From an optimization exercise on the open Yosys and OpenROAD flow, aimed at small area, a short achievable clock period and few clock cycles per item; shortcuts taken in it are not production practice.
RTL that was checked went through simulation tests only; none was proved equivalent to the original.
Power and IR drop assume default switching activity.

## 07-13
// priority_semaphore_bank_top
module priority_semaphore_bank_top (
    input  logic         aclk,
    input  logic         aresetn,
    input  logic         s_tvalid,
    output logic         s_tready,
    input  logic [47:0]  s_tdata,
    output logic         m_tvalid,
    input  logic         m_tready,
    output logic [15:0]  m_tdata,
    input  logic         cfg_valid,
    output logic         cfg_ready,
    input  logic [0:0]   cfg_index,
    input  logic [63:0]  cfg_data
);
==> flow/config.mk <==
export PLATFORM = sky130hd
export DESIGN_NAME = priority_semaphore_bank_top
export DESIGN_NICKNAME = priority_semaphore_bank_top
export VERILOG_FILES = /design/flow/design.v
export SDC_FILE = /design/flow/constraint.sdc
export NUM_CORES = 4
export LEC_CHECK = 0
export CAP_MARGIN = 20
export CORE_MARGIN = 2
export CORE_UTILIZATION = 40
export CTS_BUF_LIST = sky130_fd_sc_hd__clkbuf_8
export CTS_CLUSTER_DIAMETER = 80
export CTS_CLUSTER_SIZE = 16
export SETUP_SLACK_MARGIN = 2.5
export SLEW_MARGIN = 20
==> flow/constraint.sdc <==
create_clock -name core_clock -period 5.0 [get_ports {aclk}]
set_input_delay 1.0000 -clock core_clock [delete_from_list [all_inputs] [get_ports {aclk}]]
set_output_delay 1.0000 -clock core_clock [all_outputs]
set_load 0.01 [all_outputs]
standard.sh (not shown) runs the stock make flow with config.mk's settings and CLKGATE_MAP_FILE= SYNTH_SCRIPT=/design/flow/synth_recipe.tcl, a recipe that flattens the netlist after the stock synthesis.
==> flow/flow/run.sh <==
#!/bin/bash
# Own layout flow: the standard ORFS flow (standard.sh: the unchanged
# synthesis script and registers, the design's clock and constraints), with
# one setting added on the make command line: the port buffers that
# buffer_ports inserts on every input and output are sky130_fd_sc_hd__buf_2.
# make's output goes to standard.log in the work folder; ORFS writes each
# step's tool log under orfs/logs/.
set -euo pipefail
cd "$(dirname "$0")/.."
bash standard.sh "BUFFER_PORTS_ARGS=-buffer_cell sky130_fd_sc_hd__buf_2" finish > standard.log 2>&1
07-13 completed end to end with timing, DRC and antenna clean.
### 07-13 -> 03-25
Settings: swapping 2.5 for 2.8 in SETUP_SLACK_MARGIN.
--- outcome ---
When 03-25 is set beside 07-13, its final design instance area without fill turns out to be about 11% larger. 03-25 against 07-13: hold slack shrank by 0.018 ns; largest voltage drop on the vdd net dropped 43 µV; routed metal-1 wirelength rose 1900 µm; worst setup slack comparable; flip-flop and latch count comparable. Compared with 07-13, 03-25 shows a number of buffers inserted by post-CTS setup repair that is 370% higher. Compared to 07-13, 03-25 has global-route met3 utilization 1.0 points higher.
No functional check of the RTL was part of any run of this note.

fjord:
priority_semaphore_bank_top, a different RTL version from the one above (not shown whole).
Size: ~1600 cells after synthesis, roughly 520 flip-flops, ~140 I/O pins, ~22000 um2 of cells after synthesis.
## priority_semaphore_bank_top
module priority_semaphore_bank_top (
    input  logic         aclk,
    input  logic         aresetn,
    input  logic         s_tvalid,
    output logic         s_tready,
    input  logic [47:0]  s_tdata,
    output logic         m_tvalid,
    input  logic         m_tready,
    output logic [15:0]  m_tdata,
    input  logic         cfg_valid,
    output logic         cfg_ready,
    input  logic [0:0]   cfg_index,
    input  logic [63:0]  cfg_data
);
==> flow/config.mk <==
export PLATFORM = sky130hd
export DESIGN_NAME = priority_semaphore_bank_top
export DESIGN_NICKNAME = priority_semaphore_bank_top
export VERILOG_FILES = /design/flow/design.v
export SDC_FILE = /design/flow/constraint.sdc
export NUM_CORES = 4
export LEC_CHECK = 0
export CAP_MARGIN = 20
export CORE_MARGIN = 2
export CORE_UTILIZATION = 40
export CTS_BUF_LIST = sky130_fd_sc_hd__clkbuf_8
export CTS_CLUSTER_DIAMETER = 80
export CTS_CLUSTER_SIZE = 16
export SETUP_SLACK_MARGIN = 2.5
export SLEW_MARGIN = 20
==> flow/constraint.sdc <==
create_clock -name core_clock -period 5.0 [get_ports {aclk}]
set_input_delay 1.0000 -clock core_clock [delete_from_list [all_inputs] [get_ports {aclk}]]
set_output_delay 1.0000 -clock core_clock [all_outputs]
set_load 0.01 [all_outputs]
Scripts as last shown in full above: flow/flow/run.sh
fjord | stages: all done | timing, DRC, antenna: all pass
Testbench counts of fjord, summed over its fixed seeds: cycles 19,296, items 19,200.
The following lists how xenon was set up differently from fjord:
- SETUP_SLACK_MARGIN: 2.5 -> 2.7
- ABC_AREA: unset -> 1
==> flow/flow/run.sh <==
#!/bin/bash
# Own layout flow: the standard ORFS flow (standard.sh: the unchanged
# synthesis script and registers, the design's clock and constraints), with
# two settings added on the make command line:
#  - the slow OR3 / OR4 cells are marked don't-use, on top of the platform's
#    own list, so synthesis and repair build wide ORs from faster gates;
#  - the port buffers that buffer_ports inserts on every input and output are
#    sky130_fd_sc_hd__buf_2.
# make's output goes to standard.log in the work folder; ORFS writes each
# step's tool log under orfs/logs/.
set -euo pipefail
cd "$(dirname "$0")/.."

PLATFORM_DONT_USE="$(sed -n '/^export DONT_USE_CELLS += /,/^#/p' "$FLOW_HOME/platforms/sky130hd/config.mk" \
  | sed -e 's/export DONT_USE_CELLS += //' -e 's/\\//g' -e 's/^#.*//' | tr -s ' \n' ' ')"

EXTRA=""
for c in or3_1 or3_2 or3_4 or3b_1 or3b_2 or3b_4 \
         or4_1 or4_2 or4_4 or4b_1 or4b_2 or4b_4 or4bb_1 or4bb_2 or4bb_4; do
  EXTRA="$EXTRA sky130_fd_sc_hd__$c"
done

echo "DONT_USE_CELLS=$PLATFORM_DONT_USE $EXTRA" > dont_use.txt
bash standard.sh "DONT_USE_CELLS=$PLATFORM_DONT_USE $EXTRA" \
  "BUFFER_PORTS_ARGS=-buffer_cell sky130_fd_sc_hd__buf_2" finish > standard.log 2>&1
## What came out
- Each of the runs, namely fjord and xenon, reached the end of the flow and came out clean.
- xenon ended with less register area share after synthesis than fjord.
- From fjord to xenon the numbers moved as follows: die height rose by 6.1 um; final core utilization fell by 0.35 points.
- The most common cell after layout, fill and taps aside comes out nand2_1 in one run and edfxtp_1 in the other, namely in xenon and fjord respectively.
- Highest achievable clock rate: fjord and xenon compared, higher one is xenon
- From fjord to xenon the numbers moved as follows: area after synthesis increased 5.3%; power after layout up about 0.6%; fraction of area in clock buffers and inverters was more or less identical.
- Normalized max-slew margin came out higher on xenon than on fjord.
- xenon vs fjord — summed area of non-filler cells in the final layout climbed by a few percent
- Area growth from synthesis to final layout was lower in the run labelled xenon.
- Summary of the comparison: number of standard cells after synthesis is higher in xenon, relative to fjord.

Starting RTL as in the previous note.
==> flow/config.mk <==
export PLATFORM = sky130hd
export DESIGN_NAME = priority_semaphore_bank_top
export DESIGN_NICKNAME = priority_semaphore_bank_top
export VERILOG_FILES = /design/flow/design.v
export SDC_FILE = /design/flow/constraint.sdc
export NUM_CORES = 4
export LEC_CHECK = 0
export CAP_MARGIN = 20
export CORE_MARGIN = 2
export CORE_UTILIZATION = 40
export CTS_BUF_LIST = sky130_fd_sc_hd__clkbuf_8
export CTS_CLUSTER_DIAMETER = 80
export CTS_CLUSTER_SIZE = 16
export SETUP_SLACK_MARGIN = 2.7
export SLEW_MARGIN = 20
==> flow/constraint.sdc <==
create_clock -name core_clock -period 5.0 [get_ports {aclk}]
set_input_delay 1.0000 -clock core_clock [delete_from_list [all_inputs] [get_ports {aclk}]]
set_output_delay 1.0000 -clock core_clock [all_outputs]
set_load 0.01 [all_outputs]
==> flow/flow/run.sh <==
#!/bin/bash
# Own layout flow: the standard ORFS flow (standard.sh: the unchanged
# synthesis script and registers, the design's clock and constraints), with
# two settings added on the make command line:
#  - the slow OR3 / OR4 / NOR4 cells are marked don't-use, on top of the platform's
#    own list, so synthesis and repair build wide ORs from faster gates;
#  - the port buffers that buffer_ports inserts on every input and output are
#    sky130_fd_sc_hd__buf_2.
# make's output goes to standard.log in the work folder; ORFS writes each
# step's tool log under orfs/logs/.
set -euo pipefail
cd "$(dirname "$0")/.."

PLATFORM_DONT_USE="$(sed -n '/^export DONT_USE_CELLS += /,/^#/p' "$FLOW_HOME/platforms/sky130hd/config.mk" \
  | sed -e 's/export DONT_USE_CELLS += //' -e 's/\\//g' -e 's/^#.*//' | tr -s ' \n' ' ')"

EXTRA=""
for c in or3_1 or3_2 or3_4 or3b_1 or3b_2 or3b_4 \
         or4_1 or4_2 or4_4 or4b_1 or4b_2 or4b_4 or4bb_1 or4bb_2 or4bb_4 \
         nor4_1 nor4_2 nor4_4 nor4b_1 nor4b_2 nor4b_4 nor4bb_1 nor4bb_2 nor4bb_4; do
  EXTRA="$EXTRA sky130_fd_sc_hd__$c"
done

echo "DONT_USE_CELLS=$PLATFORM_DONT_USE $EXTRA" > dont_use.txt
bash standard.sh "DONT_USE_CELLS=$PLATFORM_DONT_USE $EXTRA" \
  "BUFFER_PORTS_ARGS=-buffer_cell sky130_fd_sc_hd__buf_2" finish > standard.log 2>&1
The baseline went through all stages and came out clean.
Testbench counts at the start, summed over its fixed seeds: cycles 19,296, items 19,200.
Change:
--- a/flow/flow/run.sh
+++ b/flow/flow/run.sh
@@ -3,5 +3,5 @@
 # synthesis script and registers, the design's clock and constraints), with
 # two settings added on the make command line:
-#  - the slow OR3 / OR4 / NOR4 cells are marked don't-use, on top of the platform's
+#  - the slow OR3 / OR4 cells are marked don't-use, on top of the platform's
 #    own list, so synthesis and repair build wide ORs from faster gates;
 #  - the port buffers that buffer_ports inserts on every input and output are
@@ -17,6 +17,5 @@
 EXTRA=""
 for c in or3_1 or3_2 or3_4 or3b_1 or3b_2 or3b_4 \
-         or4_1 or4_2 or4_4 or4b_1 or4b_2 or4b_4 or4bb_1 or4bb_2 or4bb_4 \
-         nor4_1 nor4_2 nor4_4 nor4b_1 nor4b_2 nor4b_4 nor4bb_1 nor4bb_2 nor4bb_4; do
+         or4_1 or4_2 or4_4 or4b_1 or4b_2 or4b_4 or4bb_1 or4bb_2 or4bb_4; do
   EXTRA="$EXTRA sky130_fd_sc_hd__$c"
 done
--- a/flow/config.mk
+++ b/flow/config.mk
@@ -9,7 +9,7 @@
 export CORE_MARGIN = 2
 export CORE_UTILIZATION = 40
-export CTS_BUF_LIST = sky130_fd_sc_hd__clkbuf_8
+export CTS_BUF_LIST = sky130_fd_sc_hd__clkbuf_16
 export CTS_CLUSTER_DIAMETER = 80
-export CTS_CLUSTER_SIZE = 16
+export CTS_CLUSTER_SIZE = 24
 export SETUP_SLACK_MARGIN = 2.7
 export SLEW_MARGIN = 20
What happened: Power rose by 2.9%. Critical path depth rose by 4. Final cell count fell by 1.9%. Combinational power barely changes. Wire length fell by 1.9%. Design area is about the same. Register-to-register slack got worse by 0.02 ns.

priority_semaphore_bank_top, a different RTL version from the one above (not shown whole).
Size in the first run: ~520 flip-flops, roughly 140 I/O pins, roughly 22000 µm² of cells after synthesis.
Settings: LEC_CHECK=0, CAP_MARGIN=20, CORE_MARGIN=2, CORE_UTILIZATION=40, CTS_BUF_LIST=sky130_fd_sc_hd__clkbuf_8, CTS_CLUSTER_DIAMETER=80, CTS_CLUSTER_SIZE=16, SETUP_SLACK_MARGIN=2.5, SLEW_MARGIN=20; clock period 5.0 ns.
==> flow/flow/run.sh <==
#!/bin/bash
# Own layout flow: the standard ORFS flow (standard.sh: the unchanged
# synthesis script and registers, the design's clock and constraints), with
# one setting added on the make command line: the port buffers that
# buffer_ports inserts on every input and output are sky130_fd_sc_hd__buf_2.
# make's output goes to standard.log in the work folder; ORFS writes each
# step's tool log under orfs/logs/.
set -euo pipefail
cd "$(dirname "$0")/.."
bash standard.sh "BUFFER_PORTS_ARGS=-buffer_cell sky130_fd_sc_hd__buf_2" finish > standard.log 2>&1
The starting point produced a clean layout.
Testbench counts at the start, summed over its fixed seeds: cycles 19,296, items 19,200.
Then changed:
==> flow/run.sh (new file) <==
#!/bin/bash
# synth_recipe.tcl (not shown) runs the flow's synth.tcl, then flattens the netlist and writes it again
# the make line also repeats each setting of config.mk as NAME=value (left out here)
make -C /OpenROAD-flow-scripts/flow DESIGN_CONFIG=/design/flow/config.mk WORK_HOME=/design/flow/orfs CLKGATE_MAP_FILE= SYNTH_SCRIPT=/design/flow/synth_recipe.tcl finish
--- a/flow/config.mk
+++ b/flow/config.mk
@@ -9,7 +9,7 @@
 export CORE_MARGIN = 2
 export CORE_UTILIZATION = 40
-export CTS_BUF_LIST = sky130_fd_sc_hd__clkbuf_8
-export CTS_CLUSTER_DIAMETER = 80
-export CTS_CLUSTER_SIZE = 16
+export CTS_BUF_LIST = sky130_fd_sc_hd__clkbuf_16
+export CTS_CLUSTER_DIAMETER = 100
+export CTS_CLUSTER_SIZE = 30
 export SETUP_SLACK_MARGIN = 2.5
 export SLEW_MARGIN = 20
removed: flow/flow/run.sh
removed: flow/standard.sh
What happened:
- worst setup slack degrades by 0.017 ns
- area after synthesis does not change
- utilization increases by 1.3 points
- register-to-register slack is worse by 0.02 ns
Then changed:
--- a/flow/config.mk
+++ b/flow/config.mk
@@ -8,8 +8,5 @@
 export CAP_MARGIN = 20
 export CORE_MARGIN = 2
-export CORE_UTILIZATION = 40
-export CTS_BUF_LIST = sky130_fd_sc_hd__clkbuf_16
-export CTS_CLUSTER_DIAMETER = 100
-export CTS_CLUSTER_SIZE = 30
+export CORE_UTILIZATION = 55
 export SETUP_SLACK_MARGIN = 2.5
 export SLEW_MARGIN = 20
Result:
- synthesized area stays the same
- die area is lower by 27%
- cell area is higher by 3.1%
- sequential share of layout area is lower by 1.8 points
- total power is higher by 17%
- non-clock buffer count is higher by 6

## v5
Another version of the RTL of priority_semaphore_bank_top (not shown whole).
For scale: roughly 1,600 cells after synthesis, roughly 140 I/O pins, roughly 0.021 mm2 of cells after synthesis.
Settings: LEC_CHECK=0, CAP_MARGIN=20, CORE_MARGIN=2, CORE_UTILIZATION=40, CTS_BUF_LIST=sky130_fd_sc_hd__clkbuf_8, CTS_CLUSTER_DIAMETER=80, CTS_CLUSTER_SIZE=16, SETUP_SLACK_MARGIN=2.7, SLEW_MARGIN=20; clock period 5.0 ns.
==> flow/flow/run.sh <==
#!/bin/bash
# Own layout flow: the standard ORFS flow (standard.sh: the unchanged
# synthesis script and registers, the design's clock and constraints), with
# one setting added on the make command line: the port buffers that
# buffer_ports inserts on every input and output are sky130_fd_sc_hd__buf_2.
# make's output goes to standard.log in the work folder; ORFS writes each
# step's tool log under orfs/logs/.
set -euo pipefail
cd "$(dirname "$0")/.."
bash standard.sh "BUFFER_PORTS_ARGS=-buffer_cell sky130_fd_sc_hd__buf_2" finish > standard.log 2>&1
v5: PASS, flow complete, no timing, DRC or antenna violations
diff inputs: v5 => v22
==> flow/flow/run.sh <==
#!/bin/bash
# Own layout flow: the standard ORFS flow (standard.sh: the unchanged
# synthesis script and registers, the design's clock and constraints), with
# two settings added on the make command line:
#  - the slow OR3 / OR4 cells are marked don't-use, on top of the platform's
#    own list, so synthesis and repair build wide ORs from faster gates;
#  - the port buffers that buffer_ports inserts on every input and output are
#    sky130_fd_sc_hd__buf_2.
# make's output goes to standard.log in the work folder; ORFS writes each
# step's tool log under orfs/logs/.
set -euo pipefail
cd "$(dirname "$0")/.."

PLATFORM_DONT_USE="$(sed -n '/^export DONT_USE_CELLS += /,/^#/p' "$FLOW_HOME/platforms/sky130hd/config.mk" \
  | sed -e 's/export DONT_USE_CELLS += //' -e 's/\\//g' -e 's/^#.*//' | tr -s ' \n' ' ')"

EXTRA=""
for c in or3_1 or3_2 or3_4 or3b_1 or3b_2 or3b_4 \
         or4_1 or4_2 or4_4 or4b_1 or4b_2 or4b_4 or4bb_1 or4bb_2 or4bb_4; do
  EXTRA="$EXTRA sky130_fd_sc_hd__$c"
done

echo "DONT_USE_CELLS=$PLATFORM_DONT_USE $EXTRA" > dont_use.txt
bash standard.sh "DONT_USE_CELLS=$PLATFORM_DONT_USE $EXTRA" \
  "BUFFER_PORTS_ARGS=-buffer_cell sky130_fd_sc_hd__buf_2" finish > standard.log 2>&1
--- outcome ---
The flow did not stop early for v22: all stages ran, and the layout cleared the timing, design-rule and antenna checks.
Routed wirelength normalized by instance count: v5 vs v22 — no meaningful difference
Multi-input gate share of total cell area: v22 vs v5 down 1.2 points
v22 ends up with a worst path setup slack after routing that is 0.17 ns higher than in v5.
As far as power density over the cells is concerned, v5 and v22 perform about the same.
Between v22 and v5, the synthesized cell count figures differ only marginally.
v22 packs its core looser than v5.
Taking v5 as the reference, in v22 total power lower; number of antenna violations at the first check in global routing went up.
Cell area after technology mapping of v5 is on par with v22.
Compare v5 and v22 | fmax higher: v22
The sequential share of layout area of v22 exceeds that of v5 by 1.0 points.
### v22 -> v32
- SETUP_SLACK_MARGIN now 2.5, was 2.7
==> flow/flow/run.sh <==
#!/bin/bash
# Own layout flow: the standard ORFS flow (standard.sh: the unchanged
# synthesis script and registers, the design's clock and constraints), with
# one setting added on the make command line: the port buffers that
# buffer_ports inserts on every input and output are sky130_fd_sc_hd__buf_2.
# make's output goes to standard.log in the work folder; ORFS writes each
# step's tool log under orfs/logs/.
set -euo pipefail
cd "$(dirname "$0")/.."
bash standard.sh "BUFFER_PORTS_ARGS=-buffer_cell sky130_fd_sc_hd__buf_2" finish > standard.log 2>&1
Notes after the runs:
Timing, DRC, antenna: 0 failures across v32 and v22
v22 → v32: worst hold slack moved down, routed wire length moved down, synthesized area level.
No functional check of the RTL was part of any run of this note.

-- separate check: timing with driven ports --
In the flow no input, the clock included, has a driving cell. The finished layouts below were timed again as built, in two steps. Step 1 (the two cells are an assumption about what drives the block):
set clk [get_ports {aclk}]
set_driving_cell -lib_cell sky130_fd_sc_hd__clkbuf_16 $clk
set_driving_cell -lib_cell sky130_fd_sc_hd__buf_2 [delete_from_list [all_inputs] $clk]
Step 2 also shifts input and output timing later by t, the mid clock arrival at the registers, as if the neighbouring blocks saw the same clock. Three values: no drivers, after step 1, after step 2; two values: the first two.
run	t, ns	setup WS [ns]	latest minus earliest clock arrival (ns)	worst register clock-pin slew, ns	worst slew at a driven data input, ns
07-13	0.693	2.512 / 2.512 / 1.862	0.024 / 0.024	0.11 / 0.11	0.04
03-25	0.691	2.512 / 2.512 / 1.951	0.037 / 0.037	0.11 / 0.11	0.04
fjord	0.679	2.514 / 2.514 / 1.936	0.031 / 0.031	0.11 / 0.11	0.05
xenon	0.694	2.700 / 2.732 / 2.038	0.033 / 0.032	0.11 / 0.11	0.06
the first run of note 3	0.673	2.607 / 2.635 / 1.962	0.048 / 0.048	0.11 / 0.11	0.04
the second run of note 3	0.645	2.665 / 2.665 / 2.182	0.028 / 0.028	0.11 / 0.11	0.04
the first run of note 4	0.683	2.471 / 2.471 / 1.912	0.034 / 0.034	0.11 / 0.11	0.05
the second run of note 4	0.627	2.454 / 2.454 / 1.884	0.041 / 0.042	0.12 / 0.12	0.05
the third run of note 4	0.647	2.438 / 2.438 / 2.024	0.031 / 0.031	0.07 / 0.07	0.06
v5	0.678	2.488 / 2.488 / 1.948	0.030 / 0.030	0.11 / 0.11	0.04
v22	0.668	2.659 / 2.659 / 2.104	0.037 / 0.038	0.11 / 0.11	0.04
v32	0.650	2.495 / 2.495 / 1.980	0.036 / 0.036	0.11 / 0.11	0.05
After both steps every run listed still meets setup and hold. For xenon, which loses most, drivers alone change the setup slack by +0.032 ns; drivers and shift together by -0.662 ns.
